This design comes from an exercise in tuning for small area, a short achievable clock period and few clock cycles per item on the open sky130 flow, not from production work. In this exercise RTL edits were held to simulation tests only and were not proved equivalent to the original. Power is estimated from default activity; no workload was simulated.

**run.sh**
```bash
#!/bin/bash
# synth_recipe.tcl (not shown) runs the flow's synth.tcl, then flattens the netlist and writes it again
# the make line also repeats each setting of config.mk as NAME=value (left out here)
make -C /OpenROAD-flow-scripts/flow DESIGN_CONFIG=/design/flow/config.mk WORK_HOME=/design/flow/orfs CLKGATE_MAP_FILE= SYNTH_SCRIPT=/design/flow/synth_recipe.tcl finish
```
**config.mk**
```make
export PLATFORM = sky130hd
export DESIGN_NAME = nearest_centroid_color_classifier_core
export DESIGN_NICKNAME = nearest_centroid_color_classifier_core
export VERILOG_FILES = /design/flow/design.v
export SDC_FILE = /design/flow/constraint.sdc
export NUM_CORES = 4
export LEC_CHECK = 0
export CAP_MARGIN = 20
export CORE_MARGIN = 2
export CORE_UTILIZATION = 40
export PLACE_DENSITY = 0.6
export SETUP_SLACK_MARGIN = 3.3
export SLEW_MARGIN = 20
export SYNTH_HIERARCHICAL = 1
```
**constraint.sdc**
```tcl
create_clock -name core_clock -period 7.0 [get_ports {clk}]
set_input_delay 1.4000 -clock core_clock [delete_from_list [all_inputs] [get_ports {clk}]]
set_output_delay 1.4000 -clock core_clock [all_outputs]
set_load 0.01 [all_outputs]
```
**design.v**
```verilog
`timescale 1ns / 1ps
package ncc_pkg;
    localparam int CHAN_W = 12;
    localparam int SQ_W   = 2 * CHAN_W;
    localparam int DIST_W = SQ_W + 2;
    localparam int IDX_W  = 4;
    localparam int CNT_W  = 5;
    localparam logic [CNT_W-1:0] CNT_RESET = 5'd16;
    localparam logic REQ_LOAD     = 1'b0;
    localparam logic REQ_CLASSIFY = 1'b1;
    typedef struct packed {
        logic [CHAN_W-1:0] y;
        logic [CHAN_W-1:0] cb;
        logic [CHAN_W-1:0] cr;
    } colour_t;
    localparam int COLOUR_W = 3 * CHAN_W;
endpackage
`timescale 1ns / 1ps
module ncc_fa (
    input  logic a,
    input  logic b,
    input  logic c,
    output logic s,
    output logic co
);
    assign s  = a ^ b ^ c;
    assign co = (a & b) | (a & c) | (b & c);
endmodule
module ncc_ha (
    input  logic a,
    input  logic b,
    output logic s,
    output logic co
);
    assign s  = a ^ b;
    assign co = a & b;
endmodule
`timescale 1ns / 1ps
module ncc_absd (
    input  logic [11:0] a,
    input  logic [11:0] b,
    output logic [11:0] m
);
    logic [12:0] df;
    assign df = {1'b0, a} - {1'b0, b};
    assign m  = (df[11:0] ^ {12{df[12]}}) + {11'd0, df[12]};
endmodule
module ncc_sq3_0 (
    input  logic [11:0] m0,
    input  logic [11:0] m1,
    input  logic [11:0] m2,
    output logic [69:0] co
);
    wire fs0, fc0;
    ncc_fa u_fa0 (.a((m0[0] & m0[8])), .b((m0[1] & m0[7])), .c((m0[2] & m0[6])), .s(fs0), .co(fc0));
    wire fs1, fc1;
    ncc_fa u_fa1 (.a((m0[0] & m0[9])), .b((m0[1] & m0[8])), .c((m0[2] & m0[7])), .s(fs1), .co(fc1));
    wire hs2, hc2;
    ncc_ha u_ha2 (.a((m0[3] & m0[6])), .b((m0[5] & ~m0[4])), .s(hs2), .co(hc2));
    wire fs3, fc3;
    ncc_fa u_fa3 (.a((m0[0] & m0[10])), .b((m0[1] & m0[9])), .c((m0[2] & m0[8])), .s(fs3), .co(fc3));
    wire fs4, fc4;
    ncc_fa u_fa4 (.a((m0[3] & m0[7])), .b((m0[4] & m0[6])), .c((m0[4] & m0[5])), .s(fs4), .co(fc4));
    wire fs5, fc5;
    ncc_fa u_fa5 (.a((m1[0] & m1[10])), .b((m1[1] & m1[9])), .c((m1[2] & m1[8])), .s(fs5), .co(fc5));
    wire hs6, hc6;
    ncc_ha u_ha6 (.a((m1[3] & m1[7])), .b((m1[4] & m1[6])), .s(hs6), .co(hc6));
    wire fs7, fc7;
    ncc_fa u_fa7 (.a((m0[0] & m0[11])), .b((m0[1] & m0[10])), .c((m0[2] & m0[9])), .s(fs7), .co(fc7));
    wire fs8, fc8;
    ncc_fa u_fa8 (.a((m0[3] & m0[8])), .b((m0[4] & m0[7])), .c((m0[6] & ~m0[5])), .s(fs8), .co(fc8));
    wire fs9, fc9;
    ncc_fa u_fa9 (.a((m1[0] & m1[11])), .b((m1[1] & m1[10])), .c((m1[2] & m1[9])), .s(fs9), .co(fc9));
    wire fs10, fc10;
    ncc_fa u_fa10 (.a((m1[3] & m1[8])), .b((m1[4] & m1[7])), .c((m1[6] & ~m1[5])), .s(fs10), .co(fc10));
    wire hs11, hc11;
    ncc_ha u_ha11 (.a((m2[0] & m2[11])), .b((m2[1] & m2[10])), .s(hs11), .co(hc11));
    wire fs12, fc12;
    ncc_fa u_fa12 (.a((m0[1] & m0[11])), .b((m0[2] & m0[10])), .c((m0[3] & m0[9])), .s(fs12), .co(fc12));
    wire fs13, fc13;
    ncc_fa u_fa13 (.a((m0[4] & m0[8])), .b((m0[5] & m0[7])), .c((m0[5] & m0[6])), .s(fs13), .co(fc13));
    wire fs14, fc14;
    ncc_fa u_fa14 (.a((m1[1] & m1[11])), .b((m1[2] & m1[10])), .c((m1[3] & m1[9])), .s(fs14), .co(fc14));
    wire fs15, fc15;
    ncc_fa u_fa15 (.a((m1[4] & m1[8])), .b((m1[5] & m1[7])), .c((m1[5] & m1[6])), .s(fs15), .co(fc15));
    wire fs16, fc16;
    ncc_fa u_fa16 (.a((m2[1] & m2[11])), .b((m2[2] & m2[10])), .c((m2[3] & m2[9])), .s(fs16), .co(fc16));
    wire fs17, fc17;
    ncc_fa u_fa17 (.a((m0[2] & m0[11])), .b((m0[3] & m0[10])), .c((m0[4] & m0[9])), .s(fs17), .co(fc17));
    wire fs18, fc18;
    ncc_fa u_fa18 (.a((m0[5] & m0[8])), .b((m0[7] & ~m0[6])), .c((m1[2] & m1[11])), .s(fs18), .co(fc18));
    wire fs19, fc19;
    ncc_fa u_fa19 (.a((m1[3] & m1[10])), .b((m1[4] & m1[9])), .c((m1[5] & m1[8])), .s(fs19), .co(fc19));
    wire hs20, hc20;
    ncc_ha u_ha20 (.a((m1[7] & ~m1[6])), .b((m2[2] & m2[11])), .s(hs20), .co(hc20));
    wire fs21, fc21;
    ncc_fa u_fa21 (.a((m0[3] & m0[11])), .b((m0[4] & m0[10])), .c((m0[5] & m0[9])), .s(fs21), .co(fc21));
    wire fs22, fc22;
    ncc_fa u_fa22 (.a((m0[6] & m0[8])), .b((m0[6] & m0[7])), .c((m1[3] & m1[11])), .s(fs22), .co(fc22));
    wire fs23, fc23;
    ncc_fa u_fa23 (.a((m1[4] & m1[10])), .b((m1[5] & m1[9])), .c((m1[6] & m1[8])), .s(fs23), .co(fc23));
    wire fs24, fc24;
    ncc_fa u_fa24 (.a((m0[4] & m0[11])), .b((m0[5] & m0[10])), .c((m0[6] & m0[9])), .s(fs24), .co(fc24));
    wire fs25, fc25;
    ncc_fa u_fa25 (.a((m0[0] & m0[6])), .b((m0[1] & m0[5])), .c((m0[2] & m0[4])), .s(fs25), .co(fc25));
    wire hs26, hc26;
    ncc_ha u_ha26 (.a((m0[2] & m0[3])), .b((m1[0] & m1[6])), .s(hs26), .co(hc26));
    wire fs27, fc27;
    ncc_fa u_fa27 (.a((m0[0] & m0[7])), .b((m0[1] & m0[6])), .c((m0[2] & m0[5])), .s(fs27), .co(fc27));
    wire fs28, fc28;
    ncc_fa u_fa28 (.a((m0[4] & ~m0[3])), .b((m1[0] & m1[7])), .c((m1[1] & m1[6])), .s(fs28), .co(fc28));
    wire hs29, hc29;
    ncc_ha u_ha29 (.a((m1[2] & m1[5])), .b((m1[4] & ~m1[3])), .s(hs29), .co(hc29));
    wire fs30, fc30;
    ncc_fa u_fa30 (.a(fs0), .b((m0[3] & m0[5])), .c((m0[3] & m0[4])), .s(fs30), .co(fc30));
    wire fs31, fc31;
    ncc_fa u_fa31 (.a((m1[0] & m1[8])), .b((m1[1] & m1[7])), .c((m1[2] & m1[6])), .s(fs31), .co(fc31));
    wire fs32, fc32;
    ncc_fa u_fa32 (.a((m1[3] & m1[5])), .b((m1[3] & m1[4])), .c((m2[0] & m2[8])), .s(fs32), .co(fc32));
    wire hs33, hc33;
    ncc_ha u_ha33 (.a((m2[1] & m2[7])), .b((m2[2] & m2[6])), .s(hs33), .co(hc33));
    wire fs34, fc34;
    ncc_fa u_fa34 (.a(fs1), .b(hs2), .c((m1[0] & m1[9])), .s(fs34), .co(fc34));
    wire fs35, fc35;
    ncc_fa u_fa35 (.a((m1[1] & m1[8])), .b((m1[2] & m1[7])), .c((m1[3] & m1[6])), .s(fs35), .co(fc35));
    wire fs36, fc36;
    ncc_fa u_fa36 (.a((m1[5] & ~m1[4])), .b((m2[0] & m2[9])), .c((m2[1] & m2[8])), .s(fs36), .co(fc36));
    wire fs37, fc37;
    ncc_fa u_fa37 (.a((m2[2] & m2[7])), .b((m2[3] & m2[6])), .c((m2[5] & ~m2[4])), .s(fs37), .co(fc37));
    wire fs38, fc38;
    ncc_fa u_fa38 (.a(fs3), .b(fs4), .c(fs5), .s(fs38), .co(fc38));
    wire fs39, fc39;
    ncc_fa u_fa39 (.a(hs6), .b((m1[4] & m1[5])), .c((m2[0] & m2[10])), .s(fs39), .co(fc39));
    wire fs40, fc40;
    ncc_fa u_fa40 (.a((m2[1] & m2[9])), .b((m2[2] & m2[8])), .c((m2[3] & m2[7])), .s(fs40), .co(fc40));
    wire fs41, fc41;
    ncc_fa u_fa41 (.a((m2[4] & m2[6])), .b((m2[4] & m2[5])), .c(fc1), .s(fs41), .co(fc41));
    wire fs42, fc42;
    ncc_fa u_fa42 (.a(fs7), .b(fs8), .c(fs9), .s(fs42), .co(fc42));
    wire fs43, fc43;
    ncc_fa u_fa43 (.a(fs10), .b(hs11), .c((m2[2] & m2[9])), .s(fs43), .co(fc43));
    wire fs44, fc44;
    ncc_fa u_fa44 (.a((m2[3] & m2[8])), .b((m2[4] & m2[7])), .c((m2[6] & ~m2[5])), .s(fs44), .co(fc44));
    wire fs45, fc45;
    ncc_fa u_fa45 (.a(fc3), .b(fc4), .c(fc5), .s(fs45), .co(fc45));
    wire fs46, fc46;
    ncc_fa u_fa46 (.a(fs12), .b(fs13), .c(fs14), .s(fs46), .co(fc46));
    wire fs47, fc47;
    ncc_fa u_fa47 (.a(fs15), .b(fs16), .c((m2[4] & m2[8])), .s(fs47), .co(fc47));
    wire fs48, fc48;
    ncc_fa u_fa48 (.a((m2[5] & m2[7])), .b((m2[5] & m2[6])), .c(fc7), .s(fs48), .co(fc48));
    wire fs49, fc49;
    ncc_fa u_fa49 (.a(fc8), .b(fc9), .c(fc10), .s(fs49), .co(fc49));
    wire fs50, fc50;
    ncc_fa u_fa50 (.a(fs17), .b(fs18), .c(fs19), .s(fs50), .co(fc50));
    wire fs51, fc51;
    ncc_fa u_fa51 (.a(hs20), .b((m2[3] & m2[10])), .c((m2[4] & m2[9])), .s(fs51), .co(fc51));
    wire fs52, fc52;
    ncc_fa u_fa52 (.a((m2[5] & m2[8])), .b((m2[7] & ~m2[6])), .c(fc12), .s(fs52), .co(fc52));
    wire fs53, fc53;
    ncc_fa u_fa53 (.a(fc13), .b(fc14), .c(fc15), .s(fs53), .co(fc53));
    wire fs54, fc54;
    ncc_fa u_fa54 (.a(fs21), .b(fs22), .c(fs23), .s(fs54), .co(fc54));
    wire fs55, fc55;
    ncc_fa u_fa55 (.a((m1[6] & m1[7])), .b((m2[3] & m2[11])), .c((m2[4] & m2[10])), .s(fs55), .co(fc55));
    wire fs56, fc56;
    ncc_fa u_fa56 (.a((m2[5] & m2[9])), .b((m2[6] & m2[8])), .c((m2[6] & m2[7])), .s(fs56), .co(fc56));
    wire fs57, fc57;
    ncc_fa u_fa57 (.a(fc17), .b(fc18), .c(fc19), .s(fs57), .co(fc57));
    wire fs58, fc58;
    ncc_fa u_fa58 (.a(fs24), .b((m0[8] & ~m0[7])), .c((m1[4] & m1[11])), .s(fs58), .co(fc58));
    wire fs59, fc59;
    ncc_fa u_fa59 (.a((m1[5] & m1[10])), .b((m1[6] & m1[9])), .c((m1[8] & ~m1[7])), .s(fs59), .co(fc59));
    wire fs60, fc60;
    ncc_fa u_fa60 (.a((m2[4] & m2[11])), .b((m2[5] & m2[10])), .c((m2[6] & m2[9])), .s(fs60), .co(fc60));
    wire fs61, fc61;
    ncc_fa u_fa61 (.a((m2[8] & ~m2[7])), .b(fc21), .c(fc22), .s(fs61), .co(fc61));
    wire fs62, fc62;
    ncc_fa u_fa62 (.a((m0[5] & m0[11])), .b((m0[6] & m0[10])), .c((m0[7] & m0[9])), .s(fs62), .co(fc62));
    wire fs63, fc63;
    ncc_fa u_fa63 (.a((m0[7] & m0[8])), .b((m1[5] & m1[11])), .c((m1[6] & m1[10])), .s(fs63), .co(fc63));
    wire fs64, fc64;
    ncc_fa u_fa64 (.a((m1[7] & m1[9])), .b((m1[7] & m1[8])), .c((m2[5] & m2[11])), .s(fs64), .co(fc64));
    wire fs65, fc65;
    ncc_fa u_fa65 (.a((m2[6] & m2[10])), .b((m2[7] & m2[9])), .c((m2[7] & m2[8])), .s(fs65), .co(fc65));
    wire fs66, fc66;
    ncc_fa u_fa66 (.a((m0[6] & m0[11])), .b((m0[7] & m0[10])), .c((m0[9] & ~m0[8])), .s(fs66), .co(fc66));
    wire fs67, fc67;
    ncc_fa u_fa67 (.a((m1[6] & m1[11])), .b((m1[7] & m1[10])), .c((m1[9] & ~m1[8])), .s(fs67), .co(fc67));
    wire fs68, fc68;
    ncc_fa u_fa68 (.a((m0[7] & m0[11])), .b((m0[8] & m0[10])), .c((m0[8] & m0[9])), .s(fs68), .co(fc68));
    wire fs69, fc69;
    ncc_fa u_fa69 (.a((m0[0] & m0[4])), .b((m0[1] & m0[3])), .c((m0[1] & m0[2])), .s(fs69), .co(fc69));
    wire hs70, hc70;
    ncc_ha u_ha70 (.a((m1[0] & m1[4])), .b((m1[1] & m1[3])), .s(hs70), .co(hc70));
    wire fs71, fc71;
    ncc_fa u_fa71 (.a((m0[0] & m0[5])), .b((m0[1] & m0[4])), .c((m0[3] & ~m0[2])), .s(fs71), .co(fc71));
    wire fs72, fc72;
    ncc_fa u_fa72 (.a((m1[0] & m1[5])), .b((m1[1] & m1[4])), .c((m1[3] & ~m1[2])), .s(fs72), .co(fc72));
    wire hs73, hc73;
    ncc_ha u_ha73 (.a((m2[0] & m2[5])), .b((m2[1] & m2[4])), .s(hs73), .co(hc73));
    wire fs74, fc74;
    ncc_fa u_fa74 (.a(fs25), .b(hs26), .c((m1[1] & m1[5])), .s(fs74), .co(fc74));
    wire fs75, fc75;
    ncc_fa u_fa75 (.a((m1[2] & m1[4])), .b((m1[2] & m1[3])), .c((m2[0] & m2[6])), .s(fs75), .co(fc75));
    wire fs76, fc76;
    ncc_fa u_fa76 (.a((m2[1] & m2[5])), .b((m2[2] & m2[4])), .c((m2[2] & m2[3])), .s(fs76), .co(fc76));
    wire fs77, fc77;
    ncc_fa u_fa77 (.a(fs27), .b(fs28), .c(hs29), .s(fs77), .co(fc77));
    wire fs78, fc78;
    ncc_fa u_fa78 (.a((m2[0] & m2[7])), .b((m2[1] & m2[6])), .c((m2[2] & m2[5])), .s(fs78), .co(fc78));
    wire fs79, fc79;
    ncc_fa u_fa79 (.a((m2[4] & ~m2[3])), .b(fc25), .c(hc26), .s(fs79), .co(fc79));
    wire fs80, fc80;
    ncc_fa u_fa80 (.a(fs30), .b(fs31), .c(fs32), .s(fs80), .co(fc80));
    wire fs81, fc81;
    ncc_fa u_fa81 (.a(hs33), .b((m2[3] & m2[5])), .c((m2[3] & m2[4])), .s(fs81), .co(fc81));
    wire fs82, fc82;
    ncc_fa u_fa82 (.a(fc27), .b(fc28), .c(hc29), .s(fs82), .co(fc82));
    wire fs83, fc83;
    ncc_fa u_fa83 (.a(fs34), .b(fs35), .c(fs36), .s(fs83), .co(fc83));
    wire fs84, fc84;
    ncc_fa u_fa84 (.a(fs37), .b(fc0), .c(fc30), .s(fs84), .co(fc84));
    wire fs85, fc85;
    ncc_fa u_fa85 (.a(fc31), .b(fc32), .c(hc33), .s(fs85), .co(fc85));
    wire fs86, fc86;
    ncc_fa u_fa86 (.a(fs38), .b(fs39), .c(fs40), .s(fs86), .co(fc86));
    wire fs87, fc87;
    ncc_fa u_fa87 (.a(fs41), .b(hc2), .c(fc34), .s(fs87), .co(fc87));
    wire fs88, fc88;
    ncc_fa u_fa88 (.a(fc35), .b(fc36), .c(fc37), .s(fs88), .co(fc88));
    wire fs89, fc89;
    ncc_fa u_fa89 (.a(fs42), .b(fs43), .c(fs44), .s(fs89), .co(fc89));
    wire fs90, fc90;
    ncc_fa u_fa90 (.a(fs45), .b(hc6), .c(fc38), .s(fs90), .co(fc90));
    wire fs91, fc91;
    ncc_fa u_fa91 (.a(fc39), .b(fc40), .c(fc41), .s(fs91), .co(fc91));
    wire fs92, fc92;
    ncc_fa u_fa92 (.a(fs46), .b(fs47), .c(fs48), .s(fs92), .co(fc92));
    wire fs93, fc93;
    ncc_fa u_fa93 (.a(fs49), .b(hc11), .c(fc42), .s(fs93), .co(fc93));
    wire fs94, fc94;
    ncc_fa u_fa94 (.a(fc43), .b(fc44), .c(fc45), .s(fs94), .co(fc94));
    wire fs95, fc95;
    ncc_fa u_fa95 (.a(fs50), .b(fs51), .c(fs52), .s(fs95), .co(fc95));
    wire fs96, fc96;
    ncc_fa u_fa96 (.a(fs53), .b(fc16), .c(fc46), .s(fs96), .co(fc96));
    wire fs97, fc97;
    ncc_fa u_fa97 (.a(fc47), .b(fc48), .c(fc49), .s(fs97), .co(fc97));
    wire fs98, fc98;
    ncc_fa u_fa98 (.a(fs54), .b(fs55), .c(fs56), .s(fs98), .co(fc98));
    wire fs99, fc99;
    ncc_fa u_fa99 (.a(fs57), .b(hc20), .c(fc50), .s(fs99), .co(fc99));
    wire fs100, fc100;
    ncc_fa u_fa100 (.a(fc51), .b(fc52), .c(fc53), .s(fs100), .co(fc100));
    wire fs101, fc101;
    ncc_fa u_fa101 (.a(fs58), .b(fs59), .c(fs60), .s(fs101), .co(fc101));
    wire fs102, fc102;
    ncc_fa u_fa102 (.a(fs61), .b(fc23), .c(fc54), .s(fs102), .co(fc102));
    wire fs103, fc103;
    ncc_fa u_fa103 (.a(fc55), .b(fc56), .c(fc57), .s(fs103), .co(fc103));
    wire fs104, fc104;
    ncc_fa u_fa104 (.a(fs62), .b(fs63), .c(fs64), .s(fs104), .co(fc104));
    wire fs105, fc105;
    ncc_fa u_fa105 (.a(fs65), .b(fc24), .c(fc58), .s(fs105), .co(fc105));
    wire fs106, fc106;
    ncc_fa u_fa106 (.a(fc59), .b(fc60), .c(fc61), .s(fs106), .co(fc106));
    wire fs107, fc107;
    ncc_fa u_fa107 (.a(fs66), .b(fs67), .c((m2[6] & m2[11])), .s(fs107), .co(fc107));
    wire fs108, fc108;
    ncc_fa u_fa108 (.a((m2[7] & m2[10])), .b((m2[9] & ~m2[8])), .c(fc62), .s(fs108), .co(fc108));
    wire fs109, fc109;
    ncc_fa u_fa109 (.a(fc63), .b(fc64), .c(fc65), .s(fs109), .co(fc109));
    wire fs110, fc110;
    ncc_fa u_fa110 (.a(fs68), .b((m1[7] & m1[11])), .c((m1[8] & m1[10])), .s(fs110), .co(fc110));
    wire fs111, fc111;
    ncc_fa u_fa111 (.a((m1[8] & m1[9])), .b((m2[7] & m2[11])), .c((m2[8] & m2[10])), .s(fs111), .co(fc111));
    wire fs112, fc112;
    ncc_fa u_fa112 (.a((m2[8] & m2[9])), .b(fc66), .c(fc67), .s(fs112), .co(fc112));
    wire fs113, fc113;
    ncc_fa u_fa113 (.a((m0[8] & m0[11])), .b((m0[10] & ~m0[9])), .c((m1[8] & m1[11])), .s(fs113), .co(fc113));
    wire fs114, fc114;
    ncc_fa u_fa114 (.a((m1[10] & ~m1[9])), .b((m2[8] & m2[11])), .c((m2[10] & ~m2[9])), .s(fs114), .co(fc114));
    wire fs115, fc115;
    ncc_fa u_fa115 (.a((m0[9] & m0[11])), .b((m0[9] & m0[10])), .c((m1[9] & m1[11])), .s(fs115), .co(fc115));
    wire fs116, fc116;
    ncc_fa u_fa116 (.a((m0[0] & m0[2])), .b((m0[0] & m0[1])), .c((m1[0] & m1[2])), .s(fs116), .co(fc116));
    wire fs117, fc117;
    ncc_fa u_fa117 (.a((m0[0] & m0[3])), .b((m0[2] & ~m0[1])), .c((m1[0] & m1[3])), .s(fs117), .co(fc117));
    wire hs118, hc118;
    ncc_ha u_ha118 (.a((m1[2] & ~m1[1])), .b((m2[0] & m2[3])), .s(hs118), .co(hc118));
    wire fs119, fc119;
    ncc_fa u_fa119 (.a(fs69), .b(hs70), .c((m1[1] & m1[2])), .s(fs119), .co(fc119));
    wire fs120, fc120;
    ncc_fa u_fa120 (.a((m2[0] & m2[4])), .b((m2[1] & m2[3])), .c((m2[1] & m2[2])), .s(fs120), .co(fc120));
    wire fs121, fc121;
    ncc_fa u_fa121 (.a(fs71), .b(fs72), .c(hs73), .s(fs121), .co(fc121));
    wire fs122, fc122;
    ncc_fa u_fa122 (.a((m2[3] & ~m2[2])), .b(fc69), .c(hc70), .s(fs122), .co(fc122));
    wire fs123, fc123;
    ncc_fa u_fa123 (.a(fs74), .b(fs75), .c(fs76), .s(fs123), .co(fc123));
    wire fs124, fc124;
    ncc_fa u_fa124 (.a(fc71), .b(fc72), .c(hc73), .s(fs124), .co(fc124));
    wire fs125, fc125;
    ncc_fa u_fa125 (.a(fs77), .b(fs78), .c(fs79), .s(fs125), .co(fc125));
    wire fs126, fc126;
    ncc_fa u_fa126 (.a(fc74), .b(fc75), .c(fc76), .s(fs126), .co(fc126));
    wire fs127, fc127;
    ncc_fa u_fa127 (.a(fs80), .b(fs81), .c(fs82), .s(fs127), .co(fc127));
    wire fs128, fc128;
    ncc_fa u_fa128 (.a(fc77), .b(fc78), .c(fc79), .s(fs128), .co(fc128));
    wire fs129, fc129;
    ncc_fa u_fa129 (.a(fs83), .b(fs84), .c(fs85), .s(fs129), .co(fc129));
    wire fs130, fc130;
    ncc_fa u_fa130 (.a(fc80), .b(fc81), .c(fc82), .s(fs130), .co(fc130));
    wire fs131, fc131;
    ncc_fa u_fa131 (.a(fs86), .b(fs87), .c(fs88), .s(fs131), .co(fc131));
    wire fs132, fc132;
    ncc_fa u_fa132 (.a(fc83), .b(fc84), .c(fc85), .s(fs132), .co(fc132));
    wire fs133, fc133;
    ncc_fa u_fa133 (.a(fs89), .b(fs90), .c(fs91), .s(fs133), .co(fc133));
    wire fs134, fc134;
    ncc_fa u_fa134 (.a(fc86), .b(fc87), .c(fc88), .s(fs134), .co(fc134));
    wire fs135, fc135;
    ncc_fa u_fa135 (.a(fs92), .b(fs93), .c(fs94), .s(fs135), .co(fc135));
    wire fs136, fc136;
    ncc_fa u_fa136 (.a(fc89), .b(fc90), .c(fc91), .s(fs136), .co(fc136));
    wire fs137, fc137;
    ncc_fa u_fa137 (.a(fs95), .b(fs96), .c(fs97), .s(fs137), .co(fc137));
    wire fs138, fc138;
    ncc_fa u_fa138 (.a(fc92), .b(fc93), .c(fc94), .s(fs138), .co(fc138));
    wire fs139, fc139;
    ncc_fa u_fa139 (.a(fs98), .b(fs99), .c(fs100), .s(fs139), .co(fc139));
    wire fs140, fc140;
    ncc_fa u_fa140 (.a(fc95), .b(fc96), .c(fc97), .s(fs140), .co(fc140));
    wire fs141, fc141;
    ncc_fa u_fa141 (.a(fs101), .b(fs102), .c(fs103), .s(fs141), .co(fc141));
    wire fs142, fc142;
    ncc_fa u_fa142 (.a(fc98), .b(fc99), .c(fc100), .s(fs142), .co(fc142));
    wire fs143, fc143;
    ncc_fa u_fa143 (.a(fs104), .b(fs105), .c(fs106), .s(fs143), .co(fc143));
    wire fs144, fc144;
    ncc_fa u_fa144 (.a(fc101), .b(fc102), .c(fc103), .s(fs144), .co(fc144));
    wire fs145, fc145;
    ncc_fa u_fa145 (.a(fs107), .b(fs108), .c(fs109), .s(fs145), .co(fc145));
    wire fs146, fc146;
    ncc_fa u_fa146 (.a(fc104), .b(fc105), .c(fc106), .s(fs146), .co(fc146));
    wire fs147, fc147;
    ncc_fa u_fa147 (.a(fs110), .b(fs111), .c(fs112), .s(fs147), .co(fc147));
    wire fs148, fc148;
    ncc_fa u_fa148 (.a(fc107), .b(fc108), .c(fc109), .s(fs148), .co(fc148));
    wire fs149, fc149;
    ncc_fa u_fa149 (.a(fs113), .b(fs114), .c(fc68), .s(fs149), .co(fc149));
    wire fs150, fc150;
    ncc_fa u_fa150 (.a(fc110), .b(fc111), .c(fc112), .s(fs150), .co(fc150));
    wire fs151, fc151;
    ncc_fa u_fa151 (.a(fs115), .b((m1[9] & m1[10])), .c((m2[9] & m2[11])), .s(fs151), .co(fc151));
    wire fs152, fc152;
    ncc_fa u_fa152 (.a((m2[9] & m2[10])), .b(fc113), .c(fc114), .s(fs152), .co(fc152));
    wire fs153, fc153;
    ncc_fa u_fa153 (.a((m0[11] & ~m0[10])), .b((m1[11] & ~m1[10])), .c((m2[11] & ~m2[10])), .s(fs153), .co(fc153));
    wire hs154, hc154;
    ncc_ha u_ha154 (.a(fs116), .b((m1[0] & m1[1])), .s(hs154), .co(hc154));
    wire fs155, fc155;
    ncc_fa u_fa155 (.a(fs117), .b(hs118), .c((m2[2] & ~m2[1])), .s(fs155), .co(fc155));
    wire fs156, fc156;
    ncc_fa u_fa156 (.a(fs119), .b(fs120), .c(fc117), .s(fs156), .co(fc156));
    wire fs157, fc157;
    ncc_fa u_fa157 (.a(fs121), .b(fs122), .c(fc119), .s(fs157), .co(fc157));
    wire fs158, fc158;
    ncc_fa u_fa158 (.a(fs123), .b(fs124), .c(fc121), .s(fs158), .co(fc158));
    wire fs159, fc159;
    ncc_fa u_fa159 (.a(fs125), .b(fs126), .c(fc123), .s(fs159), .co(fc159));
    wire fs160, fc160;
    ncc_fa u_fa160 (.a(fs127), .b(fs128), .c(fc125), .s(fs160), .co(fc160));
    wire fs161, fc161;
    ncc_fa u_fa161 (.a(fs129), .b(fs130), .c(fc127), .s(fs161), .co(fc161));
    wire fs162, fc162;
    ncc_fa u_fa162 (.a(fs131), .b(fs132), .c(fc129), .s(fs162), .co(fc162));
    wire fs163, fc163;
    ncc_fa u_fa163 (.a(fs133), .b(fs134), .c(fc131), .s(fs163), .co(fc163));
    wire fs164, fc164;
    ncc_fa u_fa164 (.a(fs135), .b(fs136), .c(fc133), .s(fs164), .co(fc164));
    wire fs165, fc165;
    ncc_fa u_fa165 (.a(fs137), .b(fs138), .c(fc135), .s(fs165), .co(fc165));
    wire fs166, fc166;
    ncc_fa u_fa166 (.a(fs139), .b(fs140), .c(fc137), .s(fs166), .co(fc166));
    wire fs167, fc167;
    ncc_fa u_fa167 (.a(fs141), .b(fs142), .c(fc139), .s(fs167), .co(fc167));
    wire fs168, fc168;
    ncc_fa u_fa168 (.a(fs143), .b(fs144), .c(fc141), .s(fs168), .co(fc168));
    wire fs169, fc169;
    ncc_fa u_fa169 (.a(fs145), .b(fs146), .c(fc143), .s(fs169), .co(fc169));
    wire fs170, fc170;
    ncc_fa u_fa170 (.a(fs147), .b(fs148), .c(fc145), .s(fs170), .co(fc170));
    wire fs171, fc171;
    ncc_fa u_fa171 (.a(fs149), .b(fs150), .c(fc147), .s(fs171), .co(fc171));
    wire fs172, fc172;
    ncc_fa u_fa172 (.a(fs151), .b(fs152), .c(fc149), .s(fs172), .co(fc172));
    wire fs173, fc173;
    ncc_fa u_fa173 (.a(fs153), .b(fc115), .c(fc151), .s(fs173), .co(fc173));
    wire fs174, fc174;
    ncc_fa u_fa174 (.a((m0[10] & m0[11])), .b((m1[10] & m1[11])), .c((m2[10] & m2[11])), .s(fs174), .co(fc174));
    assign co = {fc174, fc173, fc153, fs174, fc172, fc152, fs173, fc171, fc150, fs172, fc170, fc148, fs171, fc169, fc146, fs170, fc168, fc144, fs169, fc167, fc142, fs168, fc166, fc140, fs167, fc165, fc138, fs166, fc164, fc136, fs165, fc163, fc134, fs164, fc162, fc132, fs163, fc161, fc130, fs162, fc160, fc128, fs161, fc159, fc126, fs160, fc158, fc124, fs159, fc157, fc122, fs158, fc156, fc120, fs157, fc155, hc118, fs156, hc154, fc116, fs155, (m2[0] & m2[1]), (m2[0] & m2[2]), hs154, (m2[1] & ~m2[0]), (m1[1] & ~m1[0]), (m0[1] & ~m0[0]), m2[0], m1[0], m0[0]};
endmodule
module ncc_sq3_1 (
    input  logic [69:0] ci,
    output logic [25:0] r0,
    output logic [25:0] r1
);
    wire hs0, hc0;
    ncc_ha u_ha0 (.a(ci[0]), .b(ci[1]), .s(hs0), .co(hc0));
    wire hs1, hc1;
    ncc_ha u_ha1 (.a(ci[3]), .b(ci[4]), .s(hs1), .co(hc1));
    wire fs2, fc2;
    ncc_fa u_fa2 (.a(ci[6]), .b(ci[7]), .c(ci[8]), .s(fs2), .co(fc2));
    wire fs3, fc3;
    ncc_fa u_fa3 (.a(ci[9]), .b(ci[10]), .c(ci[11]), .s(fs3), .co(fc3));
    wire fs4, fc4;
    ncc_fa u_fa4 (.a(ci[12]), .b(ci[13]), .c(ci[14]), .s(fs4), .co(fc4));
    wire fs5, fc5;
    ncc_fa u_fa5 (.a(ci[15]), .b(ci[16]), .c(ci[17]), .s(fs5), .co(fc5));
    wire fs6, fc6;
    ncc_fa u_fa6 (.a(ci[18]), .b(ci[19]), .c(ci[20]), .s(fs6), .co(fc6));
    wire fs7, fc7;
    ncc_fa u_fa7 (.a(ci[21]), .b(ci[22]), .c(ci[23]), .s(fs7), .co(fc7));
    wire fs8, fc8;
    ncc_fa u_fa8 (.a(ci[24]), .b(ci[25]), .c(ci[26]), .s(fs8), .co(fc8));
    wire fs9, fc9;
    ncc_fa u_fa9 (.a(ci[27]), .b(ci[28]), .c(ci[29]), .s(fs9), .co(fc9));
    wire fs10, fc10;
    ncc_fa u_fa10 (.a(ci[30]), .b(ci[31]), .c(ci[32]), .s(fs10), .co(fc10));
    wire fs11, fc11;
    ncc_fa u_fa11 (.a(ci[33]), .b(ci[34]), .c(ci[35]), .s(fs11), .co(fc11));
    wire fs12, fc12;
    ncc_fa u_fa12 (.a(ci[36]), .b(ci[37]), .c(ci[38]), .s(fs12), .co(fc12));
    wire fs13, fc13;
    ncc_fa u_fa13 (.a(ci[39]), .b(ci[40]), .c(ci[41]), .s(fs13), .co(fc13));
    wire fs14, fc14;
    ncc_fa u_fa14 (.a(ci[42]), .b(ci[43]), .c(ci[44]), .s(fs14), .co(fc14));
    wire fs15, fc15;
    ncc_fa u_fa15 (.a(ci[45]), .b(ci[46]), .c(ci[47]), .s(fs15), .co(fc15));
    wire fs16, fc16;
    ncc_fa u_fa16 (.a(ci[48]), .b(ci[49]), .c(ci[50]), .s(fs16), .co(fc16));
    wire fs17, fc17;
    ncc_fa u_fa17 (.a(ci[51]), .b(ci[52]), .c(ci[53]), .s(fs17), .co(fc17));
    wire fs18, fc18;
    ncc_fa u_fa18 (.a(ci[54]), .b(ci[55]), .c(ci[56]), .s(fs18), .co(fc18));
    wire fs19, fc19;
    ncc_fa u_fa19 (.a(ci[57]), .b(ci[58]), .c(ci[59]), .s(fs19), .co(fc19));
    wire fs20, fc20;
    ncc_fa u_fa20 (.a(ci[60]), .b(ci[61]), .c(ci[62]), .s(fs20), .co(fc20));
    wire fs21, fc21;
    ncc_fa u_fa21 (.a(ci[63]), .b(ci[64]), .c(ci[65]), .s(fs21), .co(fc21));
    wire fs22, fc22;
    ncc_fa u_fa22 (.a(ci[66]), .b(ci[67]), .c(ci[68]), .s(fs22), .co(fc22));
    assign r0 = {1'b0, ci[69], fs22, fs21, fs20, fs19, fs18, fs17, fs16, fs15, fs14, fs13, fs12, fs11, fs10, fs9, fs8, fs7, fs6, fs5, fs4, fs3, fs2, hs1, hc0, hs0};
    assign r1 = {1'b0, fc22, fc21, fc20, fc19, fc18, fc17, fc16, fc15, fc14, fc13, fc12, fc11, fc10, fc9, fc8, fc7, fc6, fc5, fc4, fc3, fc2, hc1, ci[5], 1'b0, ci[2]};
endmodule
module ncc_add26 (
    input  logic [25:0] r0,
    input  logic [25:0] r1,
    output logic [25:0] y
);
    assign y = r0 + r1;
endmodule
`timescale 1ns / 1ps
module nearest_centroid_color_classifier_core
(
    input  logic                        clk,
    input  logic                        rst_n,
    input  logic                        cfg_wr_en,
    input  logic [ncc_pkg::CNT_W-1:0]   cfg_wr_data,
    input  logic                        in_valid,
    output logic                        in_stall,
    input  logic                        req_type,
    input  logic [ncc_pkg::IDX_W-1:0]   entry_index,
    input  logic [ncc_pkg::CHAN_W-1:0]  chan_y,
    input  logic [ncc_pkg::CHAN_W-1:0]  chan_cb,
    input  logic [ncc_pkg::CHAN_W-1:0]  chan_cr,
    output logic                        out_valid,
    input  logic                        out_stall,
    output logic [ncc_pkg::IDX_W-1:0]   class_index
);
    logic        stall_q;
    logic [4:0]  cnt_q;
    logic        fire, ld_fire, cl_fire;
    logic [35:0] pix_in;
    logic [35:0] tab [16];
    assign in_stall = stall_q;
    assign fire     = in_valid & ~stall_q;
    assign ld_fire  = fire & (req_type == ncc_pkg::REQ_LOAD);
    assign cl_fire  = fire & (req_type == ncc_pkg::REQ_CLASSIFY);
    assign pix_in   = {chan_y, chan_cb, chan_cr};
    always_ff @(posedge clk)
    begin
        if (ld_fire)
            tab[entry_index] <= pix_in;
    end
    always_ff @(posedge clk or negedge rst_n)
    begin
        if (!rst_n)
            cnt_q <= ncc_pkg::CNT_RESET;
        else if (cfg_wr_en)
            cnt_q <= cfg_wr_data;
    end
    logic        s1_v;
    logic [4:0]  s1_n;
    logic [35:0] s_pix;
    always_ff @(posedge clk or negedge rst_n)
    begin
        if (!rst_n)
            s1_v <= 1'b0;
        else
            s1_v <= cl_fire;
    end
    always_ff @(posedge clk)
    begin
        s1_n <= cnt_q;
        s_pix <= pix_in;
    end
    function automatic logic [11:0] absdiff12(input logic [11:0] a, input logic [11:0] b);
        logic [11:0] g, p, gg, pp, cin;
        logic        c;
        g  = a & ~b;
        p  = ~(a ^ b);
        gg = g;
        pp = p;
        for (int d = 1; d < 12; d = d * 2)
            for (int i = 11; i >= d; i--)
            begin
                gg[i] = gg[i] | (pp[i] & gg[i-d]);
                pp[i] = pp[i] & pp[i-d];
            end
        c = gg[11];
        cin[0] = c;
        for (int i = 1; i < 12; i++)
            cin[i] = gg[i-1] | (pp[i-1] & c);
        absdiff12 = (p ^ cin) ^ {12{~c}};
    endfunction
    logic [16*3*12-1:0] ad_m;
    for (genvar i = 0; i < 16; i++)
    begin : g_ad
        assign ad_m[(i*3+0)*12 +: 12] = absdiff12(s_pix[35:24], tab[i][35:24]);
        assign ad_m[(i*3+1)*12 +: 12] = absdiff12(s_pix[23:12], tab[i][23:12]);
        assign ad_m[(i*3+2)*12 +: 12] = absdiff12(s_pix[11:0], tab[i][11:0]);
    end
    logic        s2_v;
    logic [4:0]  s2_n;
    logic [16*3*12-1:0] s2_m;
    always_ff @(posedge clk or negedge rst_n)
        if (!rst_n) s2_v <= 1'b0; else s2_v <= s1_v;
    always_ff @(posedge clk)
    begin
        s2_n <= s1_n;
        s2_m <= ad_m;
    end
    logic [16*70-1:0] cs0_co;
    for (genvar i = 0; i < 16; i++)
    begin : g_cs0
        ncc_sq3_0 u_cs (.m0(s2_m[(i*3+0)*12 +: 12]), .m1(s2_m[(i*3+1)*12 +: 12]), .m2(s2_m[(i*3+2)*12 +: 12]), .co(cs0_co[i*70 +: 70]));
    end
    logic        s3_v;
    logic [4:0]  s3_n;
    logic [16*70-1:0] s3_c;
    always_ff @(posedge clk or negedge rst_n)
        if (!rst_n) s3_v <= 1'b0; else s3_v <= s2_v;
    always_ff @(posedge clk)
    begin
        s3_n <= s2_n;
        s3_c <= cs0_co;
    end
    logic [16*26-1:0] cs1_r0;
    logic [16*26-1:0] cs1_r1;
    for (genvar i = 0; i < 16; i++)
    begin : g_cs1
        ncc_sq3_1 u_cs (.ci(s3_c[i*70 +: 70]), .r0(cs1_r0[i*26 +: 26]), .r1(cs1_r1[i*26 +: 26]));
    end
    logic [16*26-1:0] dsum;
    for (genvar i = 0; i < 16; i++)
    begin : g_add
        assign dsum[i*26 +: 26] = cs1_r0[i*26 +: 26] + cs1_r1[i*26 +: 26];
    end
    logic        s4_v;
    logic [4:0]  s4_n;
    logic [16*26-1:0] s4_d;
    always_ff @(posedge clk or negedge rst_n)
        if (!rst_n) s4_v <= 1'b0; else s4_v <= s3_v;
    always_ff @(posedge clk)
    begin
        s4_n <= s3_n;
        s4_d <= dsum;
    end
    logic [15:0] th;
    always_comb
        for (int k = 0; k < 16; k++)
            th[k] = (s4_n > 5'(k));
    wire        sel_l1_0 = th[1] & (s4_d[26 +: 26] < s4_d[0 +: 26]);
    wire [25:0] d_l1_0 = sel_l1_0 ? s4_d[26 +: 26] : s4_d[0 +: 26];
    wire [0:0]  i_l1_0 = sel_l1_0;
    wire        sel_l1_1 = th[3] & (s4_d[78 +: 26] < s4_d[52 +: 26]);
    wire [25:0] d_l1_1 = sel_l1_1 ? s4_d[78 +: 26] : s4_d[52 +: 26];
    wire [0:0]  i_l1_1 = sel_l1_1;
    wire        sel_l1_2 = th[5] & (s4_d[130 +: 26] < s4_d[104 +: 26]);
    wire [25:0] d_l1_2 = sel_l1_2 ? s4_d[130 +: 26] : s4_d[104 +: 26];
    wire [0:0]  i_l1_2 = sel_l1_2;
    wire        sel_l1_3 = th[7] & (s4_d[182 +: 26] < s4_d[156 +: 26]);
    wire [25:0] d_l1_3 = sel_l1_3 ? s4_d[182 +: 26] : s4_d[156 +: 26];
    wire [0:0]  i_l1_3 = sel_l1_3;
    wire        sel_l1_4 = th[9] & (s4_d[234 +: 26] < s4_d[208 +: 26]);
    wire [25:0] d_l1_4 = sel_l1_4 ? s4_d[234 +: 26] : s4_d[208 +: 26];
    wire [0:0]  i_l1_4 = sel_l1_4;
    wire        sel_l1_5 = th[11] & (s4_d[286 +: 26] < s4_d[260 +: 26]);
    wire [25:0] d_l1_5 = sel_l1_5 ? s4_d[286 +: 26] : s4_d[260 +: 26];
    wire [0:0]  i_l1_5 = sel_l1_5;
    wire        sel_l1_6 = th[13] & (s4_d[338 +: 26] < s4_d[312 +: 26]);
    wire [25:0] d_l1_6 = sel_l1_6 ? s4_d[338 +: 26] : s4_d[312 +: 26];
    wire [0:0]  i_l1_6 = sel_l1_6;
    wire        sel_l1_7 = th[15] & (s4_d[390 +: 26] < s4_d[364 +: 26]);
    wire [25:0] d_l1_7 = sel_l1_7 ? s4_d[390 +: 26] : s4_d[364 +: 26];
    wire [0:0]  i_l1_7 = sel_l1_7;
    logic        s5_v;
    logic [25:0] qd_l1_0;
    logic [0:0]  qi_l1_0;
    logic [25:0] qd_l1_1;
    logic [0:0]  qi_l1_1;
    logic [25:0] qd_l1_2;
    logic [0:0]  qi_l1_2;
    logic [25:0] qd_l1_3;
    logic [0:0]  qi_l1_3;
    logic [25:0] qd_l1_4;
    logic [0:0]  qi_l1_4;
    logic [25:0] qd_l1_5;
    logic [0:0]  qi_l1_5;
    logic [25:0] qd_l1_6;
    logic [0:0]  qi_l1_6;
    logic [25:0] qd_l1_7;
    logic [0:0]  qi_l1_7;
    logic        s5_th2;
    logic        s5_th6;
    logic        s5_th10;
    logic        s5_th14;
    logic        s5_th4;
    logic        s5_th12;
    logic        s5_th8;
    always_ff @(posedge clk or negedge rst_n)
        if (!rst_n) s5_v <= 1'b0; else s5_v <= s4_v;
    always_ff @(posedge clk)
    begin
        qd_l1_0 <= d_l1_0;
        qi_l1_0 <= i_l1_0;
        qd_l1_1 <= d_l1_1;
        qi_l1_1 <= i_l1_1;
        qd_l1_2 <= d_l1_2;
        qi_l1_2 <= i_l1_2;
        qd_l1_3 <= d_l1_3;
        qi_l1_3 <= i_l1_3;
        qd_l1_4 <= d_l1_4;
        qi_l1_4 <= i_l1_4;
        qd_l1_5 <= d_l1_5;
        qi_l1_5 <= i_l1_5;
        qd_l1_6 <= d_l1_6;
        qi_l1_6 <= i_l1_6;
        qd_l1_7 <= d_l1_7;
        qi_l1_7 <= i_l1_7;
        s5_th2 <= th[2];
        s5_th6 <= th[6];
        s5_th10 <= th[10];
        s5_th14 <= th[14];
        s5_th4 <= th[4];
        s5_th12 <= th[12];
        s5_th8 <= th[8];
    end
    wire        sel_l2_0 = s5_th2 & (qd_l1_1 < qd_l1_0);
    wire [25:0] d_l2_0 = sel_l2_0 ? qd_l1_1 : qd_l1_0;
    wire [1:0]  i_l2_0 = sel_l2_0 ? {1'b1, qi_l1_1} : {1'b0, qi_l1_0};
    wire        sel_l2_1 = s5_th6 & (qd_l1_3 < qd_l1_2);
    wire [25:0] d_l2_1 = sel_l2_1 ? qd_l1_3 : qd_l1_2;
    wire [1:0]  i_l2_1 = sel_l2_1 ? {1'b1, qi_l1_3} : {1'b0, qi_l1_2};
    wire        sel_l2_2 = s5_th10 & (qd_l1_5 < qd_l1_4);
    wire [25:0] d_l2_2 = sel_l2_2 ? qd_l1_5 : qd_l1_4;
    wire [1:0]  i_l2_2 = sel_l2_2 ? {1'b1, qi_l1_5} : {1'b0, qi_l1_4};
    wire        sel_l2_3 = s5_th14 & (qd_l1_7 < qd_l1_6);
    wire [25:0] d_l2_3 = sel_l2_3 ? qd_l1_7 : qd_l1_6;
    wire [1:0]  i_l2_3 = sel_l2_3 ? {1'b1, qi_l1_7} : {1'b0, qi_l1_6};
    logic        s6_v;
    logic [25:0] qd_l2_0;
    logic [1:0]  qi_l2_0;
    logic [25:0] qd_l2_1;
    logic [1:0]  qi_l2_1;
    logic [25:0] qd_l2_2;
    logic [1:0]  qi_l2_2;
    logic [25:0] qd_l2_3;
    logic [1:0]  qi_l2_3;
    logic        s6_th4;
    logic        s6_th12;
    logic        s6_th8;
    always_ff @(posedge clk or negedge rst_n)
        if (!rst_n) s6_v <= 1'b0; else s6_v <= s5_v;
    always_ff @(posedge clk)
    begin
        qd_l2_0 <= d_l2_0;
        qi_l2_0 <= i_l2_0;
        qd_l2_1 <= d_l2_1;
        qi_l2_1 <= i_l2_1;
        qd_l2_2 <= d_l2_2;
        qi_l2_2 <= i_l2_2;
        qd_l2_3 <= d_l2_3;
        qi_l2_3 <= i_l2_3;
        s6_th4 <= s5_th4;
        s6_th12 <= s5_th12;
        s6_th8 <= s5_th8;
    end
    wire        sel_l3_0 = s6_th4 & (qd_l2_1 < qd_l2_0);
    wire [25:0] d_l3_0 = sel_l3_0 ? qd_l2_1 : qd_l2_0;
    wire [2:0]  i_l3_0 = sel_l3_0 ? {1'b1, qi_l2_1} : {1'b0, qi_l2_0};
    wire        sel_l3_1 = s6_th12 & (qd_l2_3 < qd_l2_2);
    wire [25:0] d_l3_1 = sel_l3_1 ? qd_l2_3 : qd_l2_2;
    wire [2:0]  i_l3_1 = sel_l3_1 ? {1'b1, qi_l2_3} : {1'b0, qi_l2_2};
    logic        s7_v;
    logic [25:0] qd_l3_0;
    logic [2:0]  qi_l3_0;
    logic [25:0] qd_l3_1;
    logic [2:0]  qi_l3_1;
    logic        s7_th8;
    always_ff @(posedge clk or negedge rst_n)
        if (!rst_n) s7_v <= 1'b0; else s7_v <= s6_v;
    always_ff @(posedge clk)
    begin
        qd_l3_0 <= d_l3_0;
        qi_l3_0 <= i_l3_0;
        qd_l3_1 <= d_l3_1;
        qi_l3_1 <= i_l3_1;
        s7_th8 <= s6_th8;
    end
    wire        sel_l4_0 = s7_th8 & (qd_l3_1 < qd_l3_0);
    wire [25:0] d_l4_0 = sel_l4_0 ? qd_l3_1 : qd_l3_0;
    wire [3:0]  i_l4_0 = sel_l4_0 ? {1'b1, qi_l3_1} : {1'b0, qi_l3_0};
    wire [3:0] res   = i_l4_0;
    wire       res_v = s7_v;
    localparam int QD = 10;
    logic [3:0] q_d [QD];
    logic       q_v [QD];
    logic [3:0] owed_q;
    logic       pop;
    logic [3:0] owed_n;
    assign pop    = q_v[0] & ~out_stall;
    assign owed_n = owed_q + {3'd0, cl_fire} - {3'd0, pop};
    always_ff @(posedge clk or negedge rst_n)
    begin
        if (!rst_n)
        begin
            owed_q  <= '0;
            stall_q <= 1'b0;
        end
        else
        begin
            owed_q  <= owed_n;
            stall_q <= (owed_n >= 4'(QD));
        end
    end
    for (genvar j = 0; j < QD; j++)
    begin : g_q
        logic       v_sh;
        logic [3:0] d_sh;
        logic       prev_full;
        logic       put;
        if (j + 1 < QD)
        begin : g_sh
            assign v_sh = pop ? q_v[j+1] : q_v[j];
            assign d_sh = pop ? q_d[j+1] : q_d[j];
        end
        else
        begin : g_last
            assign v_sh = pop ? 1'b0 : q_v[j];
            assign d_sh = q_d[j];
        end
        if (j == 0)
        begin : g_p0
            assign prev_full = 1'b1;
        end
        else
        begin : g_pn
            assign prev_full = pop ? q_v[j] : q_v[j-1];
        end
        assign put = res_v & prev_full & ~v_sh;
        always_ff @(posedge clk or negedge rst_n)
        begin
            if (!rst_n)
                q_v[j] <= 1'b0;
            else
                q_v[j] <= v_sh | put;
        end
        always_ff @(posedge clk)
        begin
            q_d[j] <= put ? res : d_sh;
        end
    end
    assign out_valid   = q_v[0];
    assign class_index = q_d[0];
endmodule
```
==> run notes <==
flip-flops by register name, indices dropped and copies added, names as in the netlist, 36 cells and up:
name / flops
s3_c: 1120
s2_m: 576
tab: 576
s4_d: 416
q_d: 40
s_pix: 36
worst max-delay path by stage:
stage | from | endpoint | slack, ns | cells after the start
2_1_floorplan | req_type | tab[8][0]$_DFFE_PP_ | 3.02 | 4
3_3_place_gp | req_type | tab[14][35]$_DFFE_PP_ | 1.84 | 6
3_5_place_dp | req_type | tab[4][12]$_DFFE_PP_ | 1.99 | 6
4_1_cts | s2_m[489]$_DFF_P_ | s3_c[940]$_DFF_P_ | 3.30 | 6
5_1_grt | s3_c[669]$_DFF_P_ | s4_d[257]$_DFF_P_ | 3.25 | 11
6_report | qd_l2_2[2]$_DFF_P_ | qi_l3_1[2]$_DFF_P_ | 3.25 | 9
synthesized netlist by cell type (27+ instances only):
cell | instances | area [um2]
and2_1 | 3217 | 20100
fa_1 | 2977 | 59600
dfxtp_1 | 2565 | 51300
buf_4 | 1984 | 14900
ha_1 | 1563 | 19600
inv_1 | 1257 | 4720
a21oi_1 | 1073 | 5370
nand2_1 | 744 | 2790
a21o_1 | 705 | 5290
nor2_1 | 632 | 2370
edfxtp_1 | 616 | 18500
o21ai_0 | 574 | 2870
xnor2_1 | 517 | 4530
and2b_1 | 496 | 3720
buf_6 | 432 | 4860
clkbuf_1 | 357 | 1340
nand4_1 | 354 | 2210
xor2_1 | 345 | 3020
a31oi_1 | 277 | 1730
o211ai_1 | 270 | 2030
mux2_2 | 206 | 2320
nand3_1 | 196 | 981
mux2i_1 | 194 | 1940
nor3_1 | 179 | 896
nor2b_1 | 173 | 1080
o21bai_1 | 155 | 1160
nand2b_1 | 144 | 901
o21a_1 | 141 | 1060
and3_1 | 66 | 413
buf_2 | 63 | 315
a211oi_1 | 57 | 428
a311oi_1 | 52 | 455
nand3b_1 | 37 | 278
or3_1 | 37 | 231
a2111oi_0 | 36 | 315
a21boi_0 | 34 | 255
a41oi_1 | 33 | 289
nor4_1 | 31 | 194
a31o_2 | 30 | 263
o21ai_1 | 29 | 145
a221oi_1 | 27 | 236
layer usage:
| layer | vias to the layer above | GRT usage |
|---|---|---|
| li1 | 70900 | - |
| met2 | 5601 | 0.340 |
| met1 | 79400 | 0.283 |
| met4 | 4 | 0.0924 |
| met3 | 1177 | 0.0334 |
| met5 | - | 0 |
stage by stage:
step | power (mW) | worst slack, ns
after floorplan | 110 | 3.02
after global placement | 109 | 1.84
after detailed placement | 111 | 1.99
after CTS | 132 | 3.30
after global routing | 143 | 3.25
final | 131 | 3.25
final cells by class:
type                       count  area (um2)
fill                       59100      366000
timing repair buffer         221        1770
inverter                    1258        4720
tap                         8293       10400
antenna                      111         278
clock buffer                 492       10400
sequential                  3208       70800
clock inverter               200        2580
multi-input combinational  15900      152000
kinds of logic after synthesis:
| family | after synthesis |
|---|---|
| compound gates | 3684 |
| xor+xnor | 862 |
| fa+ha+maj | 4540 |
| buf+inv | 4119 |
| flops | 3208 |
| mux | 400 |
| other cells | 16 |
| simple gates | 6378 |
Yosys stat by module, one instance, submodules excluded:
module / times used / flip-flops and latches / cells
ncc_sq3_1: 16 / 0 / 53
ncc_sq3_0: 16 / 0 / 332
ncc_ha: 208 / 0 / 1
ncc_fa: 2960 / 0 / 1
nearest_centroid_color_classifier_core: 1 / 3208 / 13900
power by group through the flow:
stage | combinational [mW] | clock [mW] | sequential [mW]
floorplan | 81.3 | 0 | 29.2
global placement | 75.9 | 0 | 33.2
detailed placement | 77.3 | 0 | 33.3
CTS | 77.8 | 21.1 | 33.0
global route | 88.0 | 21.8 | 33.6
finish | 76.8 | 20.6 | 33.1
what timing repair did:
action | 4_1_cts | 5_1_grt
cloned | 1 | 1
gates resized for setup | 46 | 209
buffers inserted | 0 | 7
endpoints found under the hold margin | 0 | 0
hold buffers | 0 | 0
pin swaps | 2 | 5
endpoints found under the setup margin | 538 | 298
==> results.cfg <==
[drt]
drt-total-wl_mm = 670
dr.pass1.iters = 6
routed-wl-met2_mm = 307
highest_layer = met5
wl_per_cell_um = 22.6
via_per_inst = 5.29
drtIter0Drc = 13100
ant_nets = 0
vias = 157000
drc = 0
wl_met3_mm = 51.4
met1_length_mm = 280

[floorplan]
core-area_um2 = 619000
die_h_um = 792
die_w_um = 792
num_rows = 289
io_pins = 57
start_util = 0.401
die-area_um2 = 627000

[power]
p_sw_mw = 57.6
power.density_cell_area_nw_per_um2 = 516
ir_drop_mv = 0.350
leakagePower_nw = 112
p_comb_frac = 0.588
pwr-share-clk = 0.158
switching_share = 0.441
power.internal_mw = 73.0
seqPwrFrac = 0.253

[synthesis]
synth_cell_type_count = 88
synth-xor-area-share = 0.0304
synth.avg_cell_area_um2 = 10.7
synth.area.mux_share = 0.0172
async_reset_ff_frac = 0.00842
synthFlopType = dfxtp_1
synthSimpleGateAreaFrac = 0.148
seq_area_frac_synth = 0.284
synthCells = 23200
synth_compound_area_frac = 0.0954
synth_adder_area_share = 0.319
synth_edf_count = 616
synth_top_family_by_area = adder cells
synth_warnings = 9
synth_seq_cells = 3208
syn-cell-area_um2 = 248000

[placement]
io_buffers = 56
hpwl_mm = 490
place_area_um2 = 239000
gp_congestion = 0.918
dp.cells = 28900

[sta]
worstMarginPinSlew_ns = 1.21
worst_hold_slack_ns = 0.325
drv_slew = 0
fin_worst_skew_ns = 0.0791
maxSlewHeadroom = 0.184
rsz0062_at_grt = yes
fin_crit_sh = 0.535
setup_viol = 0
fin_setup_tns_ns = 0
min_period_ns = 3.75
max_freq_ghz = 0.267
hold_violations = 0

[clocking]
clockRootBuffer = clkbuf_16
cts-htree-levels = 5
clk_path_buf_depth = 4
cts_tree = yes
cts.reportedPaths.clkPinSlew_ns = 0.06
clkSinkCount = 3208
clk_latency_ns = 1.04
cts_buffers = 372

[critical_path]
rr_startpoint = qd_l2_2[2]$_DFF_P_
path_class = reg -> reg
required_ns = 7.77
crit_chain = inv_1 -> ha_1 -> a21o_1 -> a21o_1 -> a21oi_1 -> o21ai_0 -> a21o_1 -> and2_1 -> a21boi_0
r2r_slack_ns = 3.25
cp.buffers_inverters = 1
crit_path_max_fanout = 29
cp_slowest_cell = a21boi_0
cp-start-kind = flip-flop
path_delay_family = compound AO/OA/AOI/OAI gates
critPathArrivalTime_ns = 4.52
worst_r2r_endpoint = qi_l3_1[2]$_DFF_P_
max_stage_delay_ns = 0.92
rr_worst_depth = 9
path_common_cell = a21o_1
cp-end-kind = flip-flop

[layout]
final_util = 0.409
nNetsFinal = 25600
final_area_um2 = 253000
drive_gt1_frac = 0.0650
syn2layout_area_growth_pct = 1.91
final_common_cell = and2_1
mostFrequentLayoutCells = and2_1 (3213), fa_1 (2977), dfxtp_1 (2352)
final_cells = 29700

[min_path]
min_from = s2_n[3]$_DFF_P_
hold_end = s3_n[3]$_DFF_P_
hp-class = reg -> reg
hold_depth = 0

[grt]
gr-total-overflow = 0
antenna_found_initial = 88
grt_pass1_wl_mm = 1010
grt_pass1_vias = 161000
grt_max_degree = 85
track_usage = 0.212

[run_status]
status = finished clean

[flow_run]
maxCapViolCount = 0
Testbench counts, summed over its fixed seeds: cycles 5,663, items 5,018.

[re-timing with driven ports]
No port has a modelled driver above. Below, the same layout with a new extraction and two added sets of constraints. Step 1 (the two cells are an assumption about what drives the block):
set clk [get_ports {clk}]
set_driving_cell -lib_cell sky130_fd_sc_hd__clkbuf_16 $clk
set_driving_cell -lib_cell sky130_fd_sc_hd__buf_2 [delete_from_list [all_inputs] $clk]
Step 2 also shifts input and output timing later by t, the mid clock arrival at the registers, as if the neighbouring blocks saw the same clock. Three values: no drivers, after step 1, after step 2; two values: the first two.
shift t [ns]: 1.124
setup slack, ns: 3.253 / 3.253 / 2.249
worst hold slack (ns): 0.325 / 0.325 / 0.325
After both steps setup and hold are still met in this run. For this run, drivers alone change the setup slack by 0.000 ns; drivers and shift together by -1.004 ns.
